Background: an optimization exercise with open tools, aiming at small area and a short achievable clock period. Do not read the settings as production practice.
At most, simulation tests tie the RTL to the original design; equivalence was not proved.
No activity file was given, so power comes from the tool's default toggle rates.

==> job 1048 <==
==> flow/design.v (excerpt) <==
module mac_array_2x2
#(
  parameter int DATA_W = mac_pkg::DATA_W,
  parameter int ACC_W  = mac_pkg::ACC_W
) (
  input  logic                  clk,
  input  logic                  rst_n,
  input  logic                  en,
  input  logic                  clear,
  input  logic [4*DATA_W-1:0]   a,
  input  logic [4*DATA_W-1:0]   b,
  output logic [4*ACC_W-1:0]    acc
);
Settings: LEC_CHECK=0, CAP_MARGIN=20, CORE_MARGIN=2, CORE_UTILIZATION=40, SETUP_SLACK_MARGIN=1.5, SLEW_MARGIN=20; clock period 6.5 ns.
standard.sh (not shown) runs the stock make flow with config.mk's settings and CLKGATE_MAP_FILE= SYNTH_SCRIPT=/design/flow/synth_recipe.tcl, a recipe that flattens the netlist after the stock synthesis.
==> flow/flow/run.sh <==
#!/bin/bash
# Layout: the standard flow (standard.sh), with the port buffers that
# global placement inserts made plain buf_2 cells instead of the delay buffers
# the resizer picks by default.  make's full output goes to standard.log; each
# ORFS step also keeps its own log under orfs/logs/.
set -euo pipefail
export BUFFER_PORTS_ARGS="-buffer_cell sky130_fd_sc_hd__buf_2"
bash standard.sh > standard.log 2>&1
==> job 5191 (differences from job 1048) <==
Settings changed: SETUP_SLACK_MARGIN 1.5 to 2.0.
==> comparison <==
- In job 5191 the routed wire length is higher than in job 1048, by about 4%.
- In die area, job 1048 and job 5191 do not differ.
- Against job 1048, the non-clock buffer count of job 5191 is higher by 49.
- Of job 1048 and job 5191, job 1048 has the higher worst hold slack (gap 6.6 ps).
- Maximum frequency: job 5191 is higher than job 1048 (about 6.4%).
- Against job 1048, the count of clock-buffer cells in the layout of job 5191 is lower by 3.
==> figures <==
Result of the run: job 5191 no timing/DRC/antenna violations; job 1048 no timing/DRC/antenna violations
Antenna diodes: job 5191 4; job 1048 3
Routed met3 length: job 5191 2230 um; job 1048 1960 um
Smallest hold slack: job 5191 483 ps; job 1048 490 ps
Worst IR Drop VDD: job 5191 141 uV; job 1048 147 uV
Multi-input gate area in the final layout: job 5191 0.0128 mm2; job 1048 0.0123 mm2
Pin slew with the least headroom to its limit: job 5191 965 ps; job 1048 885 ps
Highest metal layer with signal wires: job 5191 met5; job 1048 met4
Comb power frac: job 5191 0.469; job 1048 0.452
Power per cell area: job 5191 231 mW/mm2; job 1048 240 mW/mm2
Nets@finish: job 5191 2528; job 1048 2479
Switching power as a share of total power: job 5191 0.397; job 1048 0.388
Max Clk Rate: job 5191 0.223 GHz; job 1048 0.210 GHz
No functional check of the RTL was part of any run of this note.


==> try-ember <==
mac_array_2x2, a different RTL version from the one above (not shown whole).
export LEC_CHECK = 0
export CAP_MARGIN = 20
export CORE_MARGIN = 2
export CORE_UTILIZATION = 40
export CTS_BUF_LIST = sky130_fd_sc_hd__clkbuf_4 sky130_fd_sc_hd__clkbuf_8
export SETUP_SLACK_MARGIN = 2.3
export SLEW_MARGIN = 20
export SYNTH_HIERARCHICAL = 1
export SYNTH_MINIMUM_KEEP_SIZE = 0
create_clock -name core_clock -period 6.5 [get_ports {clk}]
==> flow/flow/run.sh <==
#!/bin/bash
# Layout: the standard flow (standard.sh), with the port buffers that
# global placement inserts made plain buf_1 cells (the resizer sizes them up
# where timing needs it) instead of the delay buffers the resizer picks by
# default.  make's full output goes to standard.log; each ORFS step also keeps
# its own log under orfs/logs/.
set -euo pipefail
export BUFFER_PORTS_ARGS="-buffer_cell sky130_fd_sc_hd__buf_1"
bash standard.sh > standard.log 2>&1
==> try-maple (differences from try-ember) <==
--- a/flow/design.v
+++ b/flow/design.v
@@ -93,14 +93,11 @@
   wire [15:0] lo_v = {sum188, sum187, sum186, sum185, sum184, sum183, sum182, sum181, s_r[7], s_r[6], s_r[5], s_r[4], s_r[3], s_r[2], s_r[1], s_r[0]};
   wire [15:0] hi_c0, hi_c1, hi_v;
   mac_hipre u_hipre (.h(h_r), .q(r0_r[8]), .hi0_n(hi_c0), .hi1_n(hi_c1));
   mac_hisel u_hisel (.hi0_n(hi_c0), .hi1_n(hi_c1), .c(G179), .hi(hi_v));
   wire [31:0] acc_v = {hi_v, lo_v};
-  wire kill = ~rst_n | clear;
-  wire go = en & ~kill;
-  wire [7:0] ag = a & {8{go}};
-  wire [15:0] lo_g = lo_v & {16{~kill}};
+  wire [7:0] ag = a & {8{en}};
   wire [63:0] pp;
   mac_pp u_pp (.a(ag), .b(b), .pp(pp));
   wire s1 = pp[5] ^ pp[12];
   wire c2 = pp[5] & pp[12];
   wire s3, c3;
@@ -116,11 +113,11 @@
   wire s10 = ~(pp[15] ^ pp[22]);
   wire c11 = pp[15] | pp[22];
   wire s12, c12;
   mac_fa u_fa12 (.x(pp[29]), .y(pp[36]), .z(pp[43]), .s(s12), .c(c12));
   wire s13, c13;
-  mac_fa u_fa13 (.x(pp[50]), .y(pp[57]), .z(lo_g[8]), .s(s13), .c(c13));
+  mac_fa u_fa13 (.x(pp[50]), .y(pp[57]), .z(lo_v[8]), .s(s13), .c(c13));
   wire s14, c14;
   mac_fa u_fa14 (.x(pp[23]), .y(pp[30]), .z(pp[37]), .s(s14), .c(c14));
   wire s15, c15;
   mac_fa u_fa15 (.x(pp[44]), .y(pp[51]), .z(pp[58]), .s(s15), .c(c15));
   wire s16, c16;
@@ -132,35 +129,35 @@
   wire s20 = pp[25] ^ pp[32];
   wire c21 = pp[25] & pp[32];
   wire s22, c22;
   mac_fa u_fa22 (.x(pp[19]), .y(pp[26]), .z(pp[33]), .s(s22), .c(c22));
   wire s23, c23;
-  mac_fa u_fa23 (.x(pp[40]), .y(s1), .z(lo_g[5]), .s(s23), .c(c23));
+  mac_fa u_fa23 (.x(pp[40]), .y(s1), .z(lo_v[5]), .s(s23), .c(c23));
   wire s24, c24;
   mac_fa u_fa24 (.x(pp[41]), .y(pp[48]), .z(c2), .s(s24), .c(c24));
   wire s25, c25;
-  mac_fa u_fa25 (.x(s4), .y(s3), .z(lo_g[6]), .s(s25), .c(c25));
+  mac_fa u_fa25 (.x(s4), .y(s3), .z(lo_v[6]), .s(s25), .c(c25));
   wire s26, c26;
   mac_fa u_fa26 (.x(c5), .y(s8), .z(c3), .s(s26), .c(c26));
   wire s27, c27;
-  mac_fa u_fa27 (.x(s6), .y(s7), .z(lo_g[7]), .s(s27), .c(c27));
+  mac_fa u_fa27 (.x(s6), .y(s7), .z(lo_v[7]), .s(s27), .c(c27));
   wire s28, c28;
   mac_fa u_fa28 (.x(c9), .y(c6), .z(c7), .s(s28), .c(c28));
   wire s29, c29;
   mac_fa u_fa29 (.x(s10), .y(s12), .z(s13), .s(s29), .c(c29));
   wire s30, c30;
   mac_fa u_fa30 (.x(c11), .y(c12), .z(s14), .s(s30), .c(c30));
   wire s31, c31;
-  mac_fa u_fa31 (.x(s15), .y(lo_g[9]), .z(c13), .s(s31), .c(c31));
+  mac_fa u_fa31 (.x(s15), .y(lo_v[9]), .z(c13), .s(s31), .c(c31));
   wire s32, c32;
   mac_fa u_fa32 (.x(pp[52]), .y(pp[59]), .z(c14), .s(s32), .c(c32));
   wire s33, c33;
-  mac_fa u_fa33 (.x(c15), .y(s16), .z(lo_g[10]), .s(s33), .c(c33));
+  mac_fa u_fa33 (.x(c15), .y(s16), .z(lo_v[10]), .s(s33), .c(c33));
   wire s34, c34;
   mac_fa u_fa34 (.x(pp[39]), .y(pp[46]), .z(pp[53]), .s(s34), .c(c34));
   wire s35, c35;
-  mac_fa u_fa35 (.x(pp[60]), .y(c16), .z(lo_g[11]), .s(s35), .c(c35));
+  mac_fa u_fa35 (.x(pp[60]), .y(c16), .z(lo_v[11]), .s(s35), .c(c35));
   wire s36, c36;
   mac_fa u_fa36 (.x(pp[47]), .y(pp[54]), .z(pp[61]), .s(s36), .c(c36));
   wire s37 = pp[2] ^ pp[9];
   wire c38 = pp[2] & pp[9];
   wire s39, c39;
@@ -180,21 +177,21 @@
   wire s46, c46;
   mac_fa u_fa46 (.x(s32), .y(c30), .z(s33), .s(s46), .c(c46));
   wire s47, c47;
   mac_fa u_fa47 (.x(s34), .y(c32), .z(c33), .s(s47), .c(c47));
   wire s48, c48;
-  mac_fa u_fa48 (.x(c34), .y(s36), .z(lo_g[12]), .s(s48), .c(c48));
+  mac_fa u_fa48 (.x(c34), .y(s36), .z(lo_v[12]), .s(s48), .c(c48));
   wire s49, c49;
   mac_fa u_fa49 (.x(pp[55]), .y(pp[62]), .z(c36), .s(s49), .c(c49));
   wire s50 = pp[1] ^ pp[8];
   wire c51 = pp[1] & pp[8];
   wire s52, c52;
-  mac_fa u_fa52 (.x(pp[16]), .y(s37), .z(lo_g[2]), .s(s52), .c(c52));
+  mac_fa u_fa52 (.x(pp[16]), .y(s37), .z(lo_v[2]), .s(s52), .c(c52));
   wire s53, c53;
-  mac_fa u_fa53 (.x(c38), .y(lo_g[3]), .z(s39), .s(s53), .c(c53));
+  mac_fa u_fa53 (.x(c38), .y(lo_v[3]), .z(s39), .s(s53), .c(c53));
   wire s54, c54;
-  mac_fa u_fa54 (.x(c39), .y(lo_g[4]), .z(s40), .s(s54), .c(c54));
+  mac_fa u_fa54 (.x(c39), .y(lo_v[4]), .z(s40), .s(s54), .c(c54));
   wire s55, c55;
   mac_fa u_fa55 (.x(c40), .y(s41), .z(s23), .s(s55), .c(c55));
   wire s56, c56;
   mac_fa u_fa56 (.x(c41), .y(s25), .z(s42), .s(s56), .c(c56));
   wire s57, c57;
@@ -208,24 +205,24 @@
   wire s61, c61;
   mac_fa u_fa61 (.x(s35), .y(s47), .z(c46), .s(s61), .c(c61));
   wire s62, c62;
   mac_fa u_fa62 (.x(c35), .y(s48), .z(c47), .s(s62), .c(c62));
   wire s63, c63;
-  mac_fa u_fa63 (.x(lo_g[13]), .y(s49), .z(c48), .s(s63), .c(c63));
+  mac_fa u_fa63 (.x(lo_v[13]), .y(s49), .z(c48), .s(s63), .c(c63));
   wire s64, c64;
-  mac_fa u_fa64 (.x(pp[63]), .y(lo_g[14]), .z(c49), .s(s64), .c(c64));
-  wire s65 = ~lo_g[15];
-  wire g66 = pp[0] & lo_g[0];
-  wire g67 = lo_g[1] & s50;
+  mac_fa u_fa64 (.x(pp[63]), .y(lo_v[14]), .z(c49), .s(s64), .c(c64));
+  wire s65 = ~lo_v[15];
+  wire g66 = pp[0] & lo_v[0];
+  wire g67 = lo_v[1] & s50;
   wire g68 = s52 & c51;
   wire g69 = s53 & c52;
   wire g70 = s54 & c53;
   wire g71 = s55 & c54;
   wire g72 = s56 & c55;
   wire g73 = s57 & c56;
-  wire p74 = pp[0] ^ lo_g[0];
-  wire p75 = lo_g[1] ^ s50;
+  wire p74 = pp[0] ^ lo_v[0];
+  wire p75 = lo_v[1] ^ s50;
   wire p76 = s52 ^ c51;
   wire p77 = s53 ^ c52;
   wire p78 = s54 ^ c53;
   wire p79 = s55 ^ c54;
   wire p80 = s56 ^ c55;
@@ -271,18 +268,26 @@
   wire sum120 = p79 ^ G108;
   wire sum121 = p80 ^ G110;
   wire sum122 = p81 ^ G112;
   wire [7:0] s_n = {sum122, sum121, sum120, sum119, sum118, sum117, sum116, p74};
   wire cl_n = G114;
-  wire [8:0] r0_n = {lo_g[15], s65, s64, s63, s62, s61, s60, s59, s58};
+  wire [8:0] r0_n = {lo_v[15], s65, s64, s63, s62, s61, s60, s59, s58};
   wire [7:0] r1_n = {c64, c63, c62, c61, c60, c59, c58, c57};
   always_ff @(posedge clk) begin
-    h_r  <= kill ? '0 : hi_v;
-    s_r  <= s_n;
-    cl_r <= cl_n;
-    r0_r <= r0_n;
-    r1_r <= r1_n;
+    if (!rst_n || clear) begin
+      h_r  <= '0;
+      s_r  <= '0;
+      cl_r <= 1'b0;
+      r0_r <= 9'b100000000;
+      r1_r <= '0;
+    end else begin
+      h_r  <= hi_v;
+      s_r  <= s_n;
+      cl_r <= cl_n;
+      r0_r <= r0_n;
+      r1_r <= r1_n;
+    end
   end
   assign acc = acc_v;
 endmodule
 module mac_fa (
   input  logic x,
Settings changed: SETUP_SLACK_MARGIN 2.3 to 2.4.
==> try-cedar (differences from try-ember) <==
--- a/flow/design.v
+++ b/flow/design.v
@@ -90,17 +90,14 @@
   wire sum186 = p136 ^ G171;
   wire sum187 = p137 ^ G173;
   wire sum188 = p138 ^ G175;
   wire [15:0] lo_v = {sum188, sum187, sum186, sum185, sum184, sum183, sum182, sum181, s_r[7], s_r[6], s_r[5], s_r[4], s_r[3], s_r[2], s_r[1], s_r[0]};
   wire [15:0] hi_c0, hi_c1, hi_v;
-  mac_hipre u_hipre (.h(h_r), .q(r0_r[8]), .hi0_n(hi_c0), .hi1_n(hi_c1));
-  mac_hisel u_hisel (.hi0_n(hi_c0), .hi1_n(hi_c1), .c(G179), .hi(hi_v));
+  mac_hipre u_hipre (.h(h_r), .q(r0_r[8]), .hi0(hi_c0), .hi1(hi_c1));
+  mac_hisel u_hisel (.hi0(hi_c0), .hi1(hi_c1), .c(G179), .hi(hi_v));
   wire [31:0] acc_v = {hi_v, lo_v};
-  wire kill = ~rst_n | clear;
-  wire go = en & ~kill;
-  wire [7:0] ag = a & {8{go}};
-  wire [15:0] lo_g = lo_v & {16{~kill}};
+  wire [7:0] ag = a & {8{en}};
   wire [63:0] pp;
   mac_pp u_pp (.a(ag), .b(b), .pp(pp));
   wire s1 = pp[5] ^ pp[12];
   wire c2 = pp[5] & pp[12];
   wire s3, c3;
@@ -116,11 +113,11 @@
   wire s10 = ~(pp[15] ^ pp[22]);
   wire c11 = pp[15] | pp[22];
   wire s12, c12;
   mac_fa u_fa12 (.x(pp[29]), .y(pp[36]), .z(pp[43]), .s(s12), .c(c12));
   wire s13, c13;
-  mac_fa u_fa13 (.x(pp[50]), .y(pp[57]), .z(lo_g[8]), .s(s13), .c(c13));
+  mac_fa u_fa13 (.x(pp[50]), .y(pp[57]), .z(lo_v[8]), .s(s13), .c(c13));
   wire s14, c14;
   mac_fa u_fa14 (.x(pp[23]), .y(pp[30]), .z(pp[37]), .s(s14), .c(c14));
   wire s15, c15;
   mac_fa u_fa15 (.x(pp[44]), .y(pp[51]), .z(pp[58]), .s(s15), .c(c15));
   wire s16, c16;
@@ -132,35 +129,35 @@
   wire s20 = pp[25] ^ pp[32];
   wire c21 = pp[25] & pp[32];
   wire s22, c22;
   mac_fa u_fa22 (.x(pp[19]), .y(pp[26]), .z(pp[33]), .s(s22), .c(c22));
   wire s23, c23;
-  mac_fa u_fa23 (.x(pp[40]), .y(s1), .z(lo_g[5]), .s(s23), .c(c23));
+  mac_fa u_fa23 (.x(pp[40]), .y(s1), .z(lo_v[5]), .s(s23), .c(c23));
   wire s24, c24;
   mac_fa u_fa24 (.x(pp[41]), .y(pp[48]), .z(c2), .s(s24), .c(c24));
   wire s25, c25;
-  mac_fa u_fa25 (.x(s4), .y(s3), .z(lo_g[6]), .s(s25), .c(c25));
+  mac_fa u_fa25 (.x(s4), .y(s3), .z(lo_v[6]), .s(s25), .c(c25));
   wire s26, c26;
   mac_fa u_fa26 (.x(c5), .y(s8), .z(c3), .s(s26), .c(c26));
   wire s27, c27;
-  mac_fa u_fa27 (.x(s6), .y(s7), .z(lo_g[7]), .s(s27), .c(c27));
+  mac_fa u_fa27 (.x(s6), .y(s7), .z(lo_v[7]), .s(s27), .c(c27));
   wire s28, c28;
   mac_fa u_fa28 (.x(c9), .y(c6), .z(c7), .s(s28), .c(c28));
   wire s29, c29;
   mac_fa u_fa29 (.x(s10), .y(s12), .z(s13), .s(s29), .c(c29));
   wire s30, c30;
   mac_fa u_fa30 (.x(c11), .y(c12), .z(s14), .s(s30), .c(c30));
   wire s31, c31;
-  mac_fa u_fa31 (.x(s15), .y(lo_g[9]), .z(c13), .s(s31), .c(c31));
+  mac_fa u_fa31 (.x(s15), .y(lo_v[9]), .z(c13), .s(s31), .c(c31));
   wire s32, c32;
   mac_fa u_fa32 (.x(pp[52]), .y(pp[59]), .z(c14), .s(s32), .c(c32));
   wire s33, c33;
-  mac_fa u_fa33 (.x(c15), .y(s16), .z(lo_g[10]), .s(s33), .c(c33));
+  mac_fa u_fa33 (.x(c15), .y(s16), .z(lo_v[10]), .s(s33), .c(c33));
   wire s34, c34;
   mac_fa u_fa34 (.x(pp[39]), .y(pp[46]), .z(pp[53]), .s(s34), .c(c34));
   wire s35, c35;
-  mac_fa u_fa35 (.x(pp[60]), .y(c16), .z(lo_g[11]), .s(s35), .c(c35));
+  mac_fa u_fa35 (.x(pp[60]), .y(c16), .z(lo_v[11]), .s(s35), .c(c35));
   wire s36, c36;
   mac_fa u_fa36 (.x(pp[47]), .y(pp[54]), .z(pp[61]), .s(s36), .c(c36));
   wire s37 = pp[2] ^ pp[9];
   wire c38 = pp[2] & pp[9];
   wire s39, c39;
@@ -180,21 +177,21 @@
   wire s46, c46;
   mac_fa u_fa46 (.x(s32), .y(c30), .z(s33), .s(s46), .c(c46));
   wire s47, c47;
   mac_fa u_fa47 (.x(s34), .y(c32), .z(c33), .s(s47), .c(c47));
   wire s48, c48;
-  mac_fa u_fa48 (.x(c34), .y(s36), .z(lo_g[12]), .s(s48), .c(c48));
+  mac_fa u_fa48 (.x(c34), .y(s36), .z(lo_v[12]), .s(s48), .c(c48));
   wire s49, c49;
   mac_fa u_fa49 (.x(pp[55]), .y(pp[62]), .z(c36), .s(s49), .c(c49));
   wire s50 = pp[1] ^ pp[8];
   wire c51 = pp[1] & pp[8];
   wire s52, c52;
-  mac_fa u_fa52 (.x(pp[16]), .y(s37), .z(lo_g[2]), .s(s52), .c(c52));
+  mac_fa u_fa52 (.x(pp[16]), .y(s37), .z(lo_v[2]), .s(s52), .c(c52));
   wire s53, c53;
-  mac_fa u_fa53 (.x(c38), .y(lo_g[3]), .z(s39), .s(s53), .c(c53));
+  mac_fa u_fa53 (.x(c38), .y(lo_v[3]), .z(s39), .s(s53), .c(c53));
   wire s54, c54;
-  mac_fa u_fa54 (.x(c39), .y(lo_g[4]), .z(s40), .s(s54), .c(c54));
+  mac_fa u_fa54 (.x(c39), .y(lo_v[4]), .z(s40), .s(s54), .c(c54));
   wire s55, c55;
   mac_fa u_fa55 (.x(c40), .y(s41), .z(s23), .s(s55), .c(c55));
   wire s56, c56;
   mac_fa u_fa56 (.x(c41), .y(s25), .z(s42), .s(s56), .c(c56));
   wire s57, c57;
@@ -208,24 +205,24 @@
   wire s61, c61;
   mac_fa u_fa61 (.x(s35), .y(s47), .z(c46), .s(s61), .c(c61));
   wire s62, c62;
   mac_fa u_fa62 (.x(c35), .y(s48), .z(c47), .s(s62), .c(c62));
   wire s63, c63;
-  mac_fa u_fa63 (.x(lo_g[13]), .y(s49), .z(c48), .s(s63), .c(c63));
+  mac_fa u_fa63 (.x(lo_v[13]), .y(s49), .z(c48), .s(s63), .c(c63));
   wire s64, c64;
-  mac_fa u_fa64 (.x(pp[63]), .y(lo_g[14]), .z(c49), .s(s64), .c(c64));
-  wire s65 = ~lo_g[15];
-  wire g66 = pp[0] & lo_g[0];
-  wire g67 = lo_g[1] & s50;
+  mac_fa u_fa64 (.x(pp[63]), .y(lo_v[14]), .z(c49), .s(s64), .c(c64));
+  wire s65 = ~lo_v[15];
+  wire g66 = pp[0] & lo_v[0];
+  wire g67 = lo_v[1] & s50;
   wire g68 = s52 & c51;
   wire g69 = s53 & c52;
   wire g70 = s54 & c53;
   wire g71 = s55 & c54;
   wire g72 = s56 & c55;
   wire g73 = s57 & c56;
-  wire p74 = pp[0] ^ lo_g[0];
-  wire p75 = lo_g[1] ^ s50;
+  wire p74 = pp[0] ^ lo_v[0];
+  wire p75 = lo_v[1] ^ s50;
   wire p76 = s52 ^ c51;
   wire p77 = s53 ^ c52;
   wire p78 = s54 ^ c53;
   wire p79 = s55 ^ c54;
   wire p80 = s56 ^ c55;
@@ -271,18 +268,26 @@
   wire sum120 = p79 ^ G108;
   wire sum121 = p80 ^ G110;
   wire sum122 = p81 ^ G112;
   wire [7:0] s_n = {sum122, sum121, sum120, sum119, sum118, sum117, sum116, p74};
   wire cl_n = G114;
-  wire [8:0] r0_n = {lo_g[15], s65, s64, s63, s62, s61, s60, s59, s58};
+  wire [8:0] r0_n = {lo_v[15], s65, s64, s63, s62, s61, s60, s59, s58};
   wire [7:0] r1_n = {c64, c63, c62, c61, c60, c59, c58, c57};
   always_ff @(posedge clk) begin
-    h_r  <= kill ? '0 : hi_v;
-    s_r  <= s_n;
-    cl_r <= cl_n;
-    r0_r <= r0_n;
-    r1_r <= r1_n;
+    if (!rst_n || clear) begin
+      h_r  <= '0;
+      s_r  <= '0;
+      cl_r <= 1'b0;
+      r0_r <= 9'b100000000;
+      r1_r <= '0;
+    end else begin
+      h_r  <= hi_v;
+      s_r  <= s_n;
+      cl_r <= cl_n;
+      r0_r <= r0_n;
+      r1_r <= r1_n;
+    end
   end
   assign acc = acc_v;
 endmodule
 module mac_fa (
   input  logic x,
@@ -294,25 +299,25 @@
   assign {c, s} = x + y + z;
 endmodule
 module mac_hipre (
   input  logic [15:0] h,
   input  logic        q,
-  output logic [15:0] hi0_n,
-  output logic [15:0] hi1_n
+  output logic [15:0] hi0,
+  output logic [15:0] hi1
 );
   wire [15:0] h_m1 = h - 16'd1;
   wire [15:0] h_p1 = h + 16'd1;
-  assign hi0_n = ~(q ? h : h_m1);
-  assign hi1_n = ~(q ? h_p1 : h);
+  assign hi0 = q ? h : h_m1;
+  assign hi1 = q ? h_p1 : h;
 endmodule
 module mac_hisel (
-  input  logic [15:0] hi0_n,
-  input  logic [15:0] hi1_n,
+  input  logic [15:0] hi0,
+  input  logic [15:0] hi1,
   input  logic        c,
   output logic [15:0] hi
 );
-  assign hi = ~(c ? hi1_n : hi0_n);
+  assign hi = c ? hi1 : hi0;
 endmodule
 module mac_pp (
   input  logic [7:0]  a,
   input  logic [7:0]  b,
   output logic [63:0] pp
Settings changed: CTS_BUF_LIST sky130_fd_sc_hd__clkbuf_4 sky130_fd_sc_hd__clkbuf_8 to not set, SETUP_SLACK_MARGIN 2.3 to 2.5.
==> reports/results.txt <==
The multiplexer share of the synthesized area is 4.63%. The met2 wire length was 18.1 mm. The synthesized netlist contains 44 unique library cells. For this run, the post-layout net count is 2,183. Based on the critical path, the design can be clocked at up to 247 MHz.

The y dimension of the die is 207 um. The flow ran to the end and the layout has no timing, DRC or antenna violations.
the above is filed under try-maple

==> reports/results.txt <==
The number of unique standard cell types used by synthesis was 40. Static timing analysis puts the maximum clock frequency at 240 MHz. The run finished with no timing, DRC or antenna violations. The met2 wire length was 17.6 mm. After synthesis, the share of cell area in mux cells is 5.52%. The y dimension of the die was 206 um.
the above is filed under try-ember

==> reports/results.txt <==
Derived from the worst setup path, the maximum achievable clock frequency is 244 MHz. After detailed routing, the met2 layer carries 19.2 mm of wire. Before CTS, the worst setup slack after placement is 1730 ps. Core utilization of the finished layout: 46.7%. The flow ran to the end and the layout has no timing, DRC or antenna violations. The logs give 50 for the number of unique standard cell types used by synthesis and 2,202 for the number of nets in the layout. The wire length on met3 was 1.62 mm.
the above is filed under try-cedar

The RTL of try-ember was laid out without a check of its function.

## port drivers added, routing unchanged
How much do the figures lean on ideal ports? The routed layouts below were timed once more, with nothing changed but the port constraints. Step 1: set_driving_cell puts a clkbuf_16 on clk and a buf_2 on each other input, an assumption about the parent block. Step 2 moves the port delays by t, midway between the first and last clock arrival at a register: inputs arrive t later, outputs are due t later. That takes back most of the time a late clock gives input paths. Slacks: ideal ports / drivers / drivers and shift; pairs: ideal ports / drivers.
| run | shift t [ns] | setup WS [ns] | worst setup path at the end | worst data-port slew with drivers (ns) |
|---|---|---|---|---|
| job 1048 | 0.536 | 1.736 / 1.683 / 1.520 | input to register | 0.08 |
| job 5191 | 0.541 | 2.023 / 1.970 / 1.705 | input to register | 0.08 |
| try-ember | 0.599 | 2.332 / 2.288 / 1.688 | input to register | 0.11 |
| try-maple | 0.598 | 2.456 / 2.477 / 1.879 | input to register | 0.09 |
| try-cedar | 0.530 | 2.400 / 2.386 / 1.875 | input to register | 0.10 |
After both steps setup and hold are still met in every run listed. The setup slack of try-ember, which loses most, moves by -0.044 ns with the drivers and by -0.644 ns with both steps.
